Background: an optimization exercise with open tools, aiming at small area. Do not read the settings as production practice. The RTL was checked by simulation tests, not by an equivalence proof against the original design. Power and IR drop assume default switching activity. The flow treats the clock pin as an ideal source, which a real chip does not have.

## nipcb_top
module nipcb_top #(
	parameter int unsigned ADDR_BASE = 0
) (
	input logic HCLK,
	input logic HRESETn,
	input logic HSEL,
	input logic [7:0] HADDR,
	input logic [1:0] HTRANS,
	input logic [2:0] HSIZE,
	input logic HWRITE,
	input logic [31:0] HWDATA,
	input logic HREADY,
	output logic [31:0] HRDATA,
	output logic HREADYOUT,
	output logic HRESP,
	output logic [19:0] stim_out
);
For scale: ~1100 cells after synthesis, ~100 I/O pins.
clock: 6.0 ns
lec_check: 0
cap_margin: 5
core_margin: 2
core_utilization: 65
slew_margin: 5
standard.sh (not shown) runs the stock make flow with config.mk's settings and CLKGATE_MAP_FILE= SYNTH_SCRIPT=/design/flow/synth_recipe.tcl, a recipe that flattens the netlist after the stock synthesis.
==> flow/flow/run.sh <==
#!/bin/bash
# Standard ORFS layout with three changes to how the layout is made:
#  - synthesis maps the combinational logic with an area-oriented ABC script (flow/area.abc,
#    a timed deep resynthesis pass, then two rounds of rewriting and area mapping);
#    the registers, their names and cell types are those of the standard synthesis,
#  - ports are buffered with the smallest buffer,
#  - clock tree built with mid-size buffers and no dummy loads.
set -euo pipefail
work=$(pwd)
abc_script=$work/flow/area.abc

# The standard flow's synthesis script, with ABC pointed at the area script
{
	printf 'proc abc {args} {\n'
	printf '  set i [lsearch -exact $args -script]\n'
	printf '  if {$i >= 0} { lset args [expr {$i + 1}] %s }\n' "$abc_script"
	printf '  yosys abc {*}$args\n'
	printf '}\n'
	cat synth_recipe.tcl
} > area_synth.tcl

export BUFFER_PORTS_ARGS="-buffer_cell sky130_fd_sc_hd__buf_1"
export CTS_ARGS="-sink_clustering_enable -repair_clock_nets -dont_use_dummy_load -buf_list sky130_fd_sc_hd__clkbuf_8 -sink_clustering_size 16 -sink_clustering_max_diameter 50"

bash standard.sh SYNTH_SCRIPT="$work/area_synth.tcl" finish > "$work/flow.log" 2>&1
==> flow/flow/area.abc <==
strash
&get -n
&deepsyn -T 60
&put
balance -l; resub -K 6 -l; rewrite -l; resub -K 6 -N 2 -l; refactor -l; resub -K 8 -l; balance -l; resub -K 8 -N 2 -l; rewrite -l; resub -K 10 -l; rewrite -z -l; resub -K 10 -N 2 -l; balance -l; resub -K 12 -l; refactor -z -l; resub -K 12 -N 2 -l; rewrite -z -l; balance -l
&get -n
&st
&dch
&nf -R 1000
&put
strash
balance -l; resub -K 6 -l; rewrite -l; resub -K 6 -N 2 -l; refactor -l; resub -K 8 -l; balance -l; resub -K 8 -N 2 -l; rewrite -l; resub -K 10 -l; rewrite -z -l; resub -K 10 -N 2 -l; balance -l; resub -K 12 -l; refactor -z -l; resub -K 12 -N 2 -l; rewrite -z -l; balance -l
&get -n
&st
&dch
&nf -R 1000
&put
topo
Then changed:
--- a/flow/flow/run.sh
+++ b/flow/flow/run.sh
@@ -1,6 +1,5 @@
 #!/bin/bash
 # Standard ORFS layout with three changes to how the layout is made:
-#  - synthesis maps the combinational logic with an area-oriented ABC script (flow/area.abc,
-#    a timed deep resynthesis pass, then two rounds of rewriting and area mapping);
+#  - synthesis maps the combinational logic with an area-oriented ABC script (flow/area.abc);
 #    the registers, their names and cell types are those of the standard synthesis,
 #  - ports are buffered with the smallest buffer,
--- a/flow/flow/area.abc
+++ b/flow/flow/area.abc
@@ -1,6 +1,3 @@
 strash
-&get -n
-&deepsyn -T 60
-&put
 balance -l; resub -K 6 -l; rewrite -l; resub -K 6 -N 2 -l; refactor -l; resub -K 8 -l; balance -l; resub -K 8 -N 2 -l; rewrite -l; resub -K 10 -l; rewrite -z -l; resub -K 10 -N 2 -l; balance -l; resub -K 12 -l; refactor -z -l; resub -K 12 -N 2 -l; rewrite -z -l; balance -l
 &get -n
Total power went up by 29%.
Die area went up by about 1.1%.
Flip-flop and latch count is unchanged.
Then changed:
--- a/flow/config.mk
+++ b/flow/config.mk
@@ -6,6 +6,6 @@
 export NUM_CORES = 4
 export LEC_CHECK = 0
-export CAP_MARGIN = 5
+export CAP_MARGIN = 20
 export CORE_MARGIN = 2
-export CORE_UTILIZATION = 65
-export SLEW_MARGIN = 5
+export CORE_UTILIZATION = 40
+export SLEW_MARGIN = 20
After rerunning:
- design area goes up by 1.8%
- power barely changes
- routed wire length goes up by 8.1%
- die area goes up by 61%
- setup slack gets better by 110 ps
- via count goes down by 1.7%
- clock skew goes down by 3.6 ps
- first-iteration DRC count goes down by 38%
- area after synthesis is unchanged
- global-route usage goes down by 11 points
- final cell count goes up by 12%
Then changed:
--- a/flow/config.mk
+++ b/flow/config.mk
@@ -8,4 +8,4 @@
 export CAP_MARGIN = 20
 export CORE_MARGIN = 2
-export CORE_UTILIZATION = 40
+export CORE_UTILIZATION = 65
 export SLEW_MARGIN = 20
Effect: The changed run ran to the end with no violations. Design area fell slightly. Wire length fell by a little under a tenth. Utilization rose by 28 points. Sequential share of layout area rose by 1.1 points. Worst setup slack got worse by 44 ps. Global-route usage rose by 11 points. Register-to-register slack got worse by 40 ps. Via count rose slightly. Power hardly moves.

* * *

red:
nipcb_top, a different RTL version from the one above (not shown whole).
Size in the first run: roughly 1,200 cells after synthesis, roughly 410 flip-flops, about 15,000 sq um of cells after synthesis.
Settings: LEC_CHECK=0, CAP_MARGIN=5, CORE_MARGIN=2, CORE_UTILIZATION=65, SLEW_MARGIN=5; clock period 6.0 ns.
==> flow/flow/run.sh <==
#!/bin/bash
# Standard ORFS layout with three changes to how the layout is made:
#  - synthesis maps the combinational logic with an area-oriented ABC script (flow/area.abc,
#    a timed deep resynthesis pass, then two rounds of rewriting and area mapping within 30%
#    of the best delay);
#    the registers, their names and cell types are those of the standard synthesis,
#  - ports are buffered with the smallest buffer,
#  - clock tree built from clkbuf_16 buffers, each driving a cluster of up to 24 registers,
#    and no dummy loads.
set -euo pipefail
work=$(pwd)
abc_script=$work/flow/area.abc

# The standard flow's synthesis script, with ABC pointed at the area script
{
	printf 'proc abc {args} {\n'
	printf '  set i [lsearch -exact $args -script]\n'
	printf '  if {$i >= 0} { lset args [expr {$i + 1}] %s }\n' "$abc_script"
	printf '  yosys abc {*}$args\n'
	printf '}\n'
	cat synth_recipe.tcl
} > area_synth.tcl

export BUFFER_PORTS_ARGS="-buffer_cell sky130_fd_sc_hd__buf_1"
export CTS_ARGS="-sink_clustering_enable -repair_clock_nets -dont_use_dummy_load -buf_list sky130_fd_sc_hd__clkbuf_16 -sink_clustering_size 24 -sink_clustering_max_diameter 60"

bash standard.sh SYNTH_SCRIPT="$work/area_synth.tcl" finish > "$work/flow.log" 2>&1
==> flow/flow/area.abc <==
strash
&get -n
&deepsyn -T 60
&put
balance -l; resub -K 6 -l; rewrite -l; resub -K 6 -N 2 -l; refactor -l; resub -K 8 -l; balance -l; resub -K 8 -N 2 -l; rewrite -l; resub -K 10 -l; rewrite -z -l; resub -K 10 -N 2 -l; balance -l; resub -K 12 -l; refactor -z -l; resub -K 12 -N 2 -l; rewrite -z -l; balance -l
&get -n
&st
&dch
&nf -R 30
&put
strash
balance -l; resub -K 6 -l; rewrite -l; resub -K 6 -N 2 -l; refactor -l; resub -K 8 -l; balance -l; resub -K 8 -N 2 -l; rewrite -l; resub -K 10 -l; rewrite -z -l; resub -K 10 -N 2 -l; balance -l; resub -K 12 -l; refactor -z -l; resub -K 12 -N 2 -l; rewrite -z -l; balance -l
&get -n
&st
&dch
&nf -R 30
&put
topo
Although it ran to completion, red produced a layout that fails the final checks because of setup timing.
Setup changes, red to blue
diff --git a/flow/flow/run.sh b/flow/flow/run.sh
--- a/flow/flow/run.sh
+++ b/flow/flow/run.sh
@@ -3,4 +3,3 @@
 #  - synthesis maps the combinational logic with an area-oriented ABC script (flow/area.abc,
-#    a timed deep resynthesis pass, then two rounds of rewriting and area mapping within 30%
-#    of the best delay);
+#    two rounds of rewriting and area mapping within 30% of the best delay);
 #    the registers, their names and cell types are those of the standard synthesis,
diff --git a/flow/flow/area.abc b/flow/flow/area.abc
--- a/flow/flow/area.abc
+++ b/flow/flow/area.abc
@@ -1,5 +1,2 @@
 strash
-&get -n
-&deepsyn -T 60
-&put
 balance -l; resub -K 6 -l; rewrite -l; resub -K 6 -N 2 -l; refactor -l; resub -K 8 -l; balance -l; resub -K 8 -N 2 -l; rewrite -l; resub -K 10 -l; rewrite -z -l; resub -K 10 -N 2 -l; balance -l; resub -K 12 -l; refactor -z -l; resub -K 12 -N 2 -l; rewrite -z -l; balance -l
[summary]
- Status | blue and red | clean except red
- red finished every stage; the final checks, however, were not passed, the failures being setup timing.
- In terms of part of the Yosys area used for sequential elements, blue and red differ only marginally.
- blue vs. red: final standard cell area without fillers lost 4.7%; worst hold slack after final layout essentially unchanged; least setup slack across all paths after layout climbed 580 ps; fmax higher.
- Looking at wire length, blue sits 4.6% below red.
- The switching power as a share of total power of blue falls short of that of red by 0.27 points.

* * *

== run 1 ==
Another version of the RTL of nipcb_top (not shown whole).
Size in the first run: roughly 1100 cells after synthesis, roughly 410 flip-flops, about 100 I/O pins, about 15000 um2 of cells after synthesis.
==> flow/design.v (excerpt) <==
module nipcb_top #(
	parameter int unsigned ADDR_BASE = 0
) (
	input logic HCLK,
	input logic HRESETn,
	input logic HSEL,
	input logic [7:0] HADDR,
	input logic [1:0] HTRANS,
	input logic [2:0] HSIZE,
	input logic HWRITE,
	input logic [31:0] HWDATA,
	input logic HREADY,
	output logic [31:0] HRDATA,
	output logic HREADYOUT,
	output logic HRESP,
	output logic [19:0] stim_out
);
Settings: LEC_CHECK=0, CAP_MARGIN=0, CORE_MARGIN=2, CORE_UTILIZATION=50, SLEW_MARGIN=0; clock period 6.0 ns.
==> flow/flow/run.sh <==
#!/bin/bash
# Standard ORFS layout with three changes to how the layout is made:
#  - synthesis maps the combinational logic with an area-oriented ABC script (flow/area.abc,
#    a timed deep resynthesis pass, then two rounds of rewriting and area mapping);
#    the registers, their names and cell types are those of the standard synthesis,
#  - ports are buffered with the smallest buffer,
#  - clock tree built from clkbuf_8 buffers, each driving a cluster of up to 16 registers,
#    and no dummy loads.
set -euo pipefail
work=$(pwd)
abc_script=$work/flow/area.abc

# The standard flow's synthesis script, with ABC pointed at the area script
{
	printf 'proc abc {args} {\n'
	printf '  set i [lsearch -exact $args -script]\n'
	printf '  if {$i >= 0} { lset args [expr {$i + 1}] %s }\n' "$abc_script"
	printf '  yosys abc {*}$args\n'
	printf '}\n'
	cat synth_recipe.tcl
} > area_synth.tcl

export BUFFER_PORTS_ARGS="-buffer_cell sky130_fd_sc_hd__buf_1"
export CTS_ARGS="-sink_clustering_enable -repair_clock_nets -dont_use_dummy_load -buf_list sky130_fd_sc_hd__clkbuf_8 -sink_clustering_size 16 -sink_clustering_max_diameter 100"

bash standard.sh SYNTH_SCRIPT="$work/area_synth.tcl" finish > "$work/flow.log" 2>&1
==> flow/flow/area.abc <==
strash
&get -n
&deepsyn -T 60
&put
balance -l; resub -K 6 -l; rewrite -l; resub -K 6 -N 2 -l; refactor -l; resub -K 8 -l; balance -l; resub -K 8 -N 2 -l; rewrite -l; resub -K 10 -l; rewrite -z -l; resub -K 10 -N 2 -l; balance -l; resub -K 12 -l; refactor -z -l; resub -K 12 -N 2 -l; rewrite -z -l; balance -l
&get -n
&st
&dch
&nf -R 1000
&put
strash
balance -l; resub -K 6 -l; rewrite -l; resub -K 6 -N 2 -l; refactor -l; resub -K 8 -l; balance -l; resub -K 8 -N 2 -l; rewrite -l; resub -K 10 -l; rewrite -z -l; resub -K 10 -N 2 -l; balance -l; resub -K 12 -l; refactor -z -l; resub -K 12 -N 2 -l; rewrite -z -l; balance -l
&get -n
&st
&dch
&nf -R 1000
&put
topo
Here is what was changed in the inputs of run 2 compared with run 1.
# run 1
export LEC_CHECK = 0
export CAP_MARGIN = 0
export CORE_MARGIN = 2
export CORE_UTILIZATION = 50
export SLEW_MARGIN = 0
create_clock -name core_clock -period 6.0 [get_ports {HCLK}]
# run 2
export LEC_CHECK = 0
export CAP_MARGIN = 5
export CORE_MARGIN = 2
export CORE_UTILIZATION = 65
export SLEW_MARGIN = 5
create_clock -name core_clock -period 6.0 [get_ports {HCLK}]
Findings:
Die size: run 2 is under run 1. Against run 1, run 2 reports a number of antenna violations at the first check in global routing that is lower. Run 2 vs run 1: area added between synthesis and finish down in run 2. Comparing run 2 and run 1, initial standard-cell utilization of the core is higher on run 2. Run 2 vs. run 1: total global-route track usage saw an increase, core utilization of the finished layout saw an increase. The non-clock buffer count reported for run 2 is greater than that of run 1 by about 1.6%. Run 2 ended up with cnt[17] as its worst setup path startpoint; run 1 ended up with cnt[18]. The power share of the combinational group in run 2 sits 0.3 points below the value recorded for run 1. Fraction of final layout cells with drive strength greater than 1 is lower on run 1.
### run 2 -> run 3
# run 2
export LEC_CHECK = 0
export CAP_MARGIN = 5
export CORE_MARGIN = 2
export CORE_UTILIZATION = 65
export SLEW_MARGIN = 5
create_clock -name core_clock -period 6.0 [get_ports {HCLK}]
# run 3
export LEC_CHECK = 0
export CAP_MARGIN = 5
export CORE_MARGIN = 2
export CORE_UTILIZATION = 50
export SLEW_MARGIN = 5
create_clock -name core_clock -period 6.0 [get_ports {HCLK}]
Run 3 finished all stages; the layout is clean. Run 2 → run 3: area of all placed cells without fillers climbed 0.47%, final standard cell utilization of the core dropped 17 points, global-route wire length before repair climbed about 4.3%, total power climbed 35 uW, data required time of the worst path barely changed. Run 2 has lower setup slack of the critical path after layout than run 3.

* * *

The RTL this note starts from:
==> flow/design.v <==
`timescale 1ns/1ns
package nipcb_pkg;
	localparam int DATA_WIDTH = 32;
	localparam int MAG_W = 16;
	localparam int CH_COUNT = 4;
endpackage
`timescale 1ns/1ns
`timescale 1ns/1ns
`timescale 1ns/1ns
`timescale 1ns/1ns
module nipcb_top #(
	parameter int unsigned ADDR_BASE = 0
) (
	input logic HCLK,
	input logic HRESETn,
	input logic HSEL,
	input logic [7:0] HADDR,
	input logic [1:0] HTRANS,
	input logic [2:0] HSIZE,
	input logic HWRITE,
	input logic [31:0] HWDATA,
	input logic HREADY,
	output logic [31:0] HRDATA,
	output logic HREADYOUT,
	output logic HRESP,
	output logic [19:0] stim_out
);
	logic accept;
	logic bad;
	logic [3:0] strb;
	logic dp_read;
	logic dp_write;
	logic err_first;
	logic err_second;
	logic [3:0] dp_idx;
	logic [3:0] dp_strb;
	assign accept = HSEL && HTRANS[1] && HREADY;
	assign bad = (HADDR >= 8'd44) || HSIZE[2] || (HSIZE[1] && HSIZE[0]) ||
		(HWRITE && HADDR[5:2] == 4'd1);
	always_comb begin
		case (HSIZE[1:0])
			2'b00: strb = 4'b0001 << HADDR[1:0];
			2'b01: strb = HADDR[1] ? 4'b1100 : 4'b0011;
			default: strb = 4'b1111;
		endcase
	end
	always_ff @(posedge HCLK) begin
		if (!HRESETn) begin
			dp_read <= 1'b0;
			dp_write <= 1'b0;
			err_first <= 1'b0;
			err_second <= 1'b0;
		end else begin
			dp_read <= accept && !bad && !HWRITE;
			dp_write <= accept && !bad && HWRITE;
			err_first <= accept && bad;
			err_second <= err_first;
		end
	end
	always_ff @(posedge HCLK) begin
		dp_idx <= HADDR[5:2];
		dp_strb <= strb;
	end
	assign HREADYOUT = !err_first;
	assign HRESP = err_first || err_second;
	logic conf;
	logic [1:0] ch_sel;
	logic [31:0] cyc_high, cyc_low, cyc_delay, cyc_stall, cyc_count;
	logic [15:0] mag_high, mag_low;
	logic [31:0] wdata;
	logic [3:0] lane;
	logic sel_conf, sel_ch, sel_high, sel_low, sel_delay, sel_stall, sel_count;
	logic sel_magh, sel_magl, sel_trig;
	assign wdata = HRESETn ? HWDATA : 32'd0;
	assign lane = HRESETn ? (dp_write ? dp_strb : 4'b0000) : 4'b1111;
	assign sel_trig = dp_idx == 4'd0;
	assign sel_conf = dp_idx == 4'd2;
	assign sel_ch = dp_idx == 4'd3;
	assign sel_high = dp_idx == 4'd4;
	assign sel_low = dp_idx == 4'd5;
	assign sel_delay = dp_idx == 4'd6;
	assign sel_stall = dp_idx == 4'd7;
	assign sel_count = dp_idx[3] && dp_idx[1:0] == 2'd0;
	assign sel_magh = dp_idx[3] && dp_idx[1:0] == 2'd1;
	assign sel_magl = dp_idx[3] && dp_idx[1];
	always_ff @(posedge HCLK) begin
		if (lane[0] && (sel_conf || !HRESETn)) conf <= wdata[0];
		if (lane[0] && (sel_ch || !HRESETn)) ch_sel <= wdata[1:0];
		for (int b = 0; b < 4; b++) begin
			if (lane[b] && (sel_high || !HRESETn)) cyc_high[b*8 +: 8] <= wdata[b*8 +: 8];
			if (lane[b] && (sel_low || !HRESETn)) cyc_low[b*8 +: 8] <= wdata[b*8 +: 8];
			if (lane[b] && (sel_delay || !HRESETn)) cyc_delay[b*8 +: 8] <= wdata[b*8 +: 8];
			if (lane[b] && (sel_stall || !HRESETn)) cyc_stall[b*8 +: 8] <= wdata[b*8 +: 8];
			if (lane[b] && (sel_count || !HRESETn)) cyc_count[b*8 +: 8] <= wdata[b*8 +: 8];
		end
		for (int b = 0; b < 2; b++) begin
			if (lane[b] && (sel_magh || !HRESETn)) mag_high[b*8 +: 8] <= wdata[b*8 +: 8];
			if (lane[b] && (sel_magl || !HRESETn)) mag_low[b*8 +: 8] <= wdata[b*8 +: 8];
		end
	end
	localparam logic [2:0] ST_IDLE = 3'b000;
	localparam logic [2:0] ST_DELAY = 3'b001;
	localparam logic [2:0] ST_STALL = 3'b011;
	localparam logic [2:0] ST_HIGH = 3'b110;
	localparam logic [2:0] ST_LOW = 3'b100;
	logic [2:0] state;
	logic running;
	logic stim_start;
	logic [31:0] cnt;
	logic [31:0] pulses;
	logic cnt_last;
	logic pulse_last;
	logic [1:0] q_ch;
	logic [31:0] q_high, q_low, q_stall;
	logic [15:0] q_magh, q_magl;
	assign running = state[2] || state[0];
	always_ff @(posedge HCLK) begin
		if (!HRESETn) begin
			stim_start <= 1'b0;
		end else begin
			stim_start <= dp_write && sel_trig && dp_strb[0] && HWDATA[0] && conf && !running;
		end
	end
	always_ff @(posedge HCLK) begin
		if (!running) begin
			q_ch <= ch_sel;
			q_low <= cyc_low;
			q_stall <= cyc_stall;
			q_magh <= mag_high;
			q_magl <= mag_low;
		end
	end
	assign cnt_last = cnt[31:1] == 31'd0;
	assign pulse_last = pulse_last_q;
	logic [31:0] qh_d;
	assign qh_d = running ? q_high : cyc_high;
	always_ff @(posedge HCLK) q_high <= qh_d;
	logic [31:0] dec_out;
	assign dec_out = (cnt_last ? pulses : cnt) - 1'b1;
	always_ff @(posedge HCLK) begin
		if (running && !cnt_last) begin
			cnt <= dec_out;
		end else begin
			case (state)
				ST_IDLE: cnt <= (cyc_delay != 32'd0) ? cyc_delay : qh_d;
				ST_HIGH: cnt <= q_low;
				ST_LOW: cnt <= (q_stall != 32'd0) ? q_stall : qh_d;
				default: cnt <= qh_d;
			endcase
		end
	end
	logic [31:0] pulses_d;
	logic pulse_last_q;
	always_comb begin
		if (!running) begin
			pulses_d = cyc_count;
		end else if (cnt_last && (state == ST_STALL || (state == ST_LOW && q_stall == 32'd0))) begin
			pulses_d = dec_out;
		end else begin
			pulses_d = pulses;
		end
	end
	always_ff @(posedge HCLK) begin
		pulses <= pulses_d;
		pulse_last_q <= pulses_d[31:1] == 31'd0;
	end
	always_ff @(posedge HCLK) begin
		if (!HRESETn) begin
			state <= ST_IDLE;
		end else if (!running) begin
			if (stim_start) state <= (cyc_delay != 32'd0) ? ST_DELAY : ST_HIGH;
		end else if (cnt_last) begin
			case (state)
				ST_DELAY: state <= ST_HIGH;
				ST_HIGH: state <= ST_LOW;
				default: begin
					if (state == ST_LOW && q_stall != 32'd0) state <= ST_STALL;
					else if (pulse_last) state <= ST_IDLE;
					else state <= ST_HIGH;
				end
			endcase
		end
	end
	always_comb begin
		stim_out = 20'd0;
		if (state[2]) begin
			stim_out[19:16] = 4'b0001 << q_ch;
			stim_out[15:0] = state[1] ? q_magh : q_magl;
		end
	end
	always_comb begin
		logic rd_flags, rd_conf, rd_ch, rd_high, rd_low, rd_delay, rd_stall, rd_count, rd_magh, rd_magl;
		rd_flags = dp_read && dp_idx == 4'd1;
		rd_conf = dp_read && sel_conf;
		rd_ch = dp_read && sel_ch;
		rd_high = dp_read && sel_high;
		rd_low = dp_read && sel_low;
		rd_delay = dp_read && sel_delay;
		rd_stall = dp_read && sel_stall;
		rd_count = dp_read && sel_count;
		rd_magh = dp_read && sel_magh;
		rd_magl = dp_read && sel_magl;
		HRDATA = ({32{rd_high}} & cyc_high) | ({32{rd_low}} & cyc_low) |
			({32{rd_delay}} & cyc_delay) | ({32{rd_stall}} & cyc_stall) |
			({32{rd_count}} & cyc_count) |
			({32{rd_magh}} & {16'd0, mag_high}) | ({32{rd_magl}} & {16'd0, mag_low}) |
			({32{rd_ch}} & {30'd0, ch_sel}) | ({32{rd_conf}} & {31'd0, conf}) |
			({32{rd_flags}} & {31'd0, running});
	end
endmodule
==> flow/config.mk <==
export PLATFORM = sky130hd
export DESIGN_NAME = nipcb_top
export DESIGN_NICKNAME = nipcb_top
export VERILOG_FILES = /design/flow/design.v
export SDC_FILE = /design/flow/constraint.sdc
export NUM_CORES = 4
export LEC_CHECK = 0
export CAP_MARGIN = 0
export CORE_MARGIN = 2
export CORE_UTILIZATION = 65
export GPL_TIMING_DRIVEN = 0
export SLEW_MARGIN = 0
==> flow/constraint.sdc <==
create_clock -name core_clock -period 6.0 [get_ports {HCLK}]
set_input_delay 1.2000 -clock core_clock [delete_from_list [all_inputs] [get_ports {HCLK}]]
set_output_delay 1.2000 -clock core_clock [all_outputs]
set_load 0.01 [all_outputs]
==> flow/flow/run.sh <==
#!/bin/bash
# Standard ORFS layout with three changes to how the layout is made:
#  - synthesis maps the combinational logic with an area-oriented ABC script (flow/area.abc,
#    a timed deep resynthesis pass, then two rounds of rewriting and area mapping);
#    the registers, their names and cell types are those of the standard synthesis,
#  - ports are buffered with the smallest buffer,
#  - clock tree built with mid-size buffers and no dummy loads.
set -euo pipefail
work=$(pwd)
abc_script=$work/flow/area.abc

# The standard flow's synthesis script, with ABC pointed at the area script
{
	printf 'proc abc {args} {\n'
	printf '  set i [lsearch -exact $args -script]\n'
	printf '  if {$i >= 0} { lset args [expr {$i + 1}] %s }\n' "$abc_script"
	printf '  yosys abc {*}$args\n'
	printf '}\n'
	cat synth_recipe.tcl
} > area_synth.tcl

export BUFFER_PORTS_ARGS="-buffer_cell sky130_fd_sc_hd__buf_1"
export CTS_ARGS="-sink_clustering_enable -repair_clock_nets -dont_use_dummy_load -buf_list sky130_fd_sc_hd__clkbuf_16 -sink_clustering_size 32 -sink_clustering_max_diameter 80"

bash standard.sh SYNTH_SCRIPT="$work/area_synth.tcl" finish > "$work/flow.log" 2>&1
==> flow/flow/area.abc <==
strash
balance -l; resub -K 6 -l; rewrite -l; resub -K 6 -N 2 -l; refactor -l; resub -K 8 -l; balance -l; resub -K 8 -N 2 -l; rewrite -l; resub -K 10 -l; rewrite -z -l; resub -K 10 -N 2 -l; balance -l; resub -K 12 -l; refactor -z -l; resub -K 12 -N 2 -l; rewrite -z -l; balance -l
&get -n
&st
&dch
&nf -R 1000
&put
strash
balance -l; resub -K 6 -l; rewrite -l; resub -K 6 -N 2 -l; refactor -l; resub -K 8 -l; balance -l; resub -K 8 -N 2 -l; rewrite -l; resub -K 10 -l; rewrite -z -l; resub -K 10 -N 2 -l; balance -l; resub -K 12 -l; refactor -z -l; resub -K 12 -N 2 -l; rewrite -z -l; balance -l
&get -n
&st
&dch
&nf -R 1000
&put
topo
Next try:
--- a/flow/flow/run.sh
+++ b/flow/flow/run.sh
@@ -23 +23 @@
-export CTS_ARGS="-sink_clustering_enable -repair_clock_nets -dont_use_dummy_load -buf_list sky130_fd_sc_hd__clkbuf_16 -sink_clustering_size 32 -sink_clustering_max_diameter 80"
+export CTS_ARGS="-sink_clustering_enable -repair_clock_nets -dont_use_dummy_load -buf_list sky130_fd_sc_hd__clkbuf_16 -sink_clustering_size 24 -sink_clustering_max_diameter 60"
--- a/flow/flow/area.abc
+++ b/flow/flow/area.abc
@@ -1,0 +2,3 @@
+&get -n
+&deepsyn -T 60
+&put
Settings changed: CAP_MARGIN 0 to 5, GPL_TIMING_DRIVEN 0 to not set, SLEW_MARGIN 0 to 5.
- The changed run finished but failed the layout checks on setup timing
- wire length came out higher by 3.7%
- via count goes up by 3.9%
- combinational power came out higher by 56%
Next try:
--- a/flow/flow/run.sh
+++ b/flow/flow/run.sh
@@ -23 +23 @@
-export CTS_ARGS="-sink_clustering_enable -repair_clock_nets -dont_use_dummy_load -buf_list sky130_fd_sc_hd__clkbuf_16 -sink_clustering_size 24 -sink_clustering_max_diameter 60"
+export CTS_ARGS="-sink_clustering_enable -repair_clock_nets -dont_use_dummy_load -buf_list sky130_fd_sc_hd__clkbuf_16 -sink_clustering_size 32 -sink_clustering_max_diameter 80"
--- a/flow/flow/area.abc
+++ b/flow/flow/area.abc
@@ -2,3 +1,0 @@
-&get -n
-&deepsyn -T 60
-&put
The changed run produced a clean layout.
Non-clock buffer count fell by 70.
Setup slack improved by 0.66 ns.
Final cell count fell by 3.8%.
Hold slack hardly moves.
Clock power fell by 21%.
Count of clock-buffer cells in the layout fell by 10.
Maximum frequency rose by 12%.
Clock skew fell by 0.0073 ns.
Critical path depth stays the same.
First-iteration DRC count fell by 2.8%.
Next try:
--- a/flow/flow/run.sh
+++ b/flow/flow/run.sh
@@ -23 +23 @@
-export CTS_ARGS="-sink_clustering_enable -repair_clock_nets -dont_use_dummy_load -buf_list sky130_fd_sc_hd__clkbuf_16 -sink_clustering_size 32 -sink_clustering_max_diameter 80"
+export CTS_ARGS="-sink_clustering_enable -repair_clock_nets -dont_use_dummy_load -buf_list sky130_fd_sc_hd__clkbuf_4 -sink_clustering_size 8 -sink_clustering_max_diameter 30"
Result:
- synthesized area is unchanged
- final area went up by 0.87%
- global-route usage went up by 0.81 points
- wire length went up by 1.8%

## separate check: timing with driven ports
In the flow no input, the clock included, has a driving cell. The finished layouts below were timed again as built, in two steps. Step 1 (the two cells are an assumption about what drives the block):
set clk [get_ports {HCLK}]
set_driving_cell -lib_cell sky130_fd_sc_hd__clkbuf_16 $clk
set_driving_cell -lib_cell sky130_fd_sc_hd__buf_2 [delete_from_list [all_inputs] $clk]
Step 2, shift: input delay + t, output delay - t, t = (earliest + latest rising clock arrival at the registers) / 2. This alone moves slack from input paths to output paths. Three values: ideal ports, drivers, drivers and shift; two values: the first two.
| run | t (ns) | setup WS [ns] | worst setup path after step 2 | worst slew at a driven data input, ns | cell pins on the clock port's net |
|---|---|---|---|---|---|
| the first run of note 1 | 0.584 | 0.507 / 0.507 / 0.507 | register to register | 0.06 | 1 |
| the second run of note 1 | 0.583 | 0.286 / 0.286 / 0.286 | register to register | 0.03 | 1 |
| the third run of note 1 | 0.587 | 0.392 / 0.392 / 0.392 | register to register | 0.05 | 1 |
| the fourth run of note 1 | 0.585 | 0.348 / 0.348 / 0.348 | register to register | 0.04 | 1 |
| red | 0.601 | -0.348 / -0.348 / -0.348 | register to register | 0.04 | 1 |
| blue | 0.587 | 0.234 / 0.234 / 0.234 | register to register | 0.05 | 1 |
| run 1 | 0.637 | 0.635 / 0.635 / 0.635 | register to register | 0.03 | 1 |
| run 2 | 0.629 | 0.588 / 0.588 / 0.588 | register to register | 0.03 | 1 |
| run 3 | 0.637 | 0.635 / 0.635 / 0.635 | register to register | 0.03 | 1 |
| the first run of note 4 | 0.577 | 0.146 / 0.146 / 0.146 | register to register | 0.04 | 1 |
| the second run of note 4 | 0.580 | -0.336 / -0.336 / -0.336 | register to register | 0.03 | 1 |
| the third run of note 4 | 0.560 | 0.322 / 0.322 / 0.322 | register to register | 0.05 | 1 |
| the fourth run of note 4 | 0.719 | 0.352 / 0.352 / 0.352 | register to register | 0.05 | 1 |
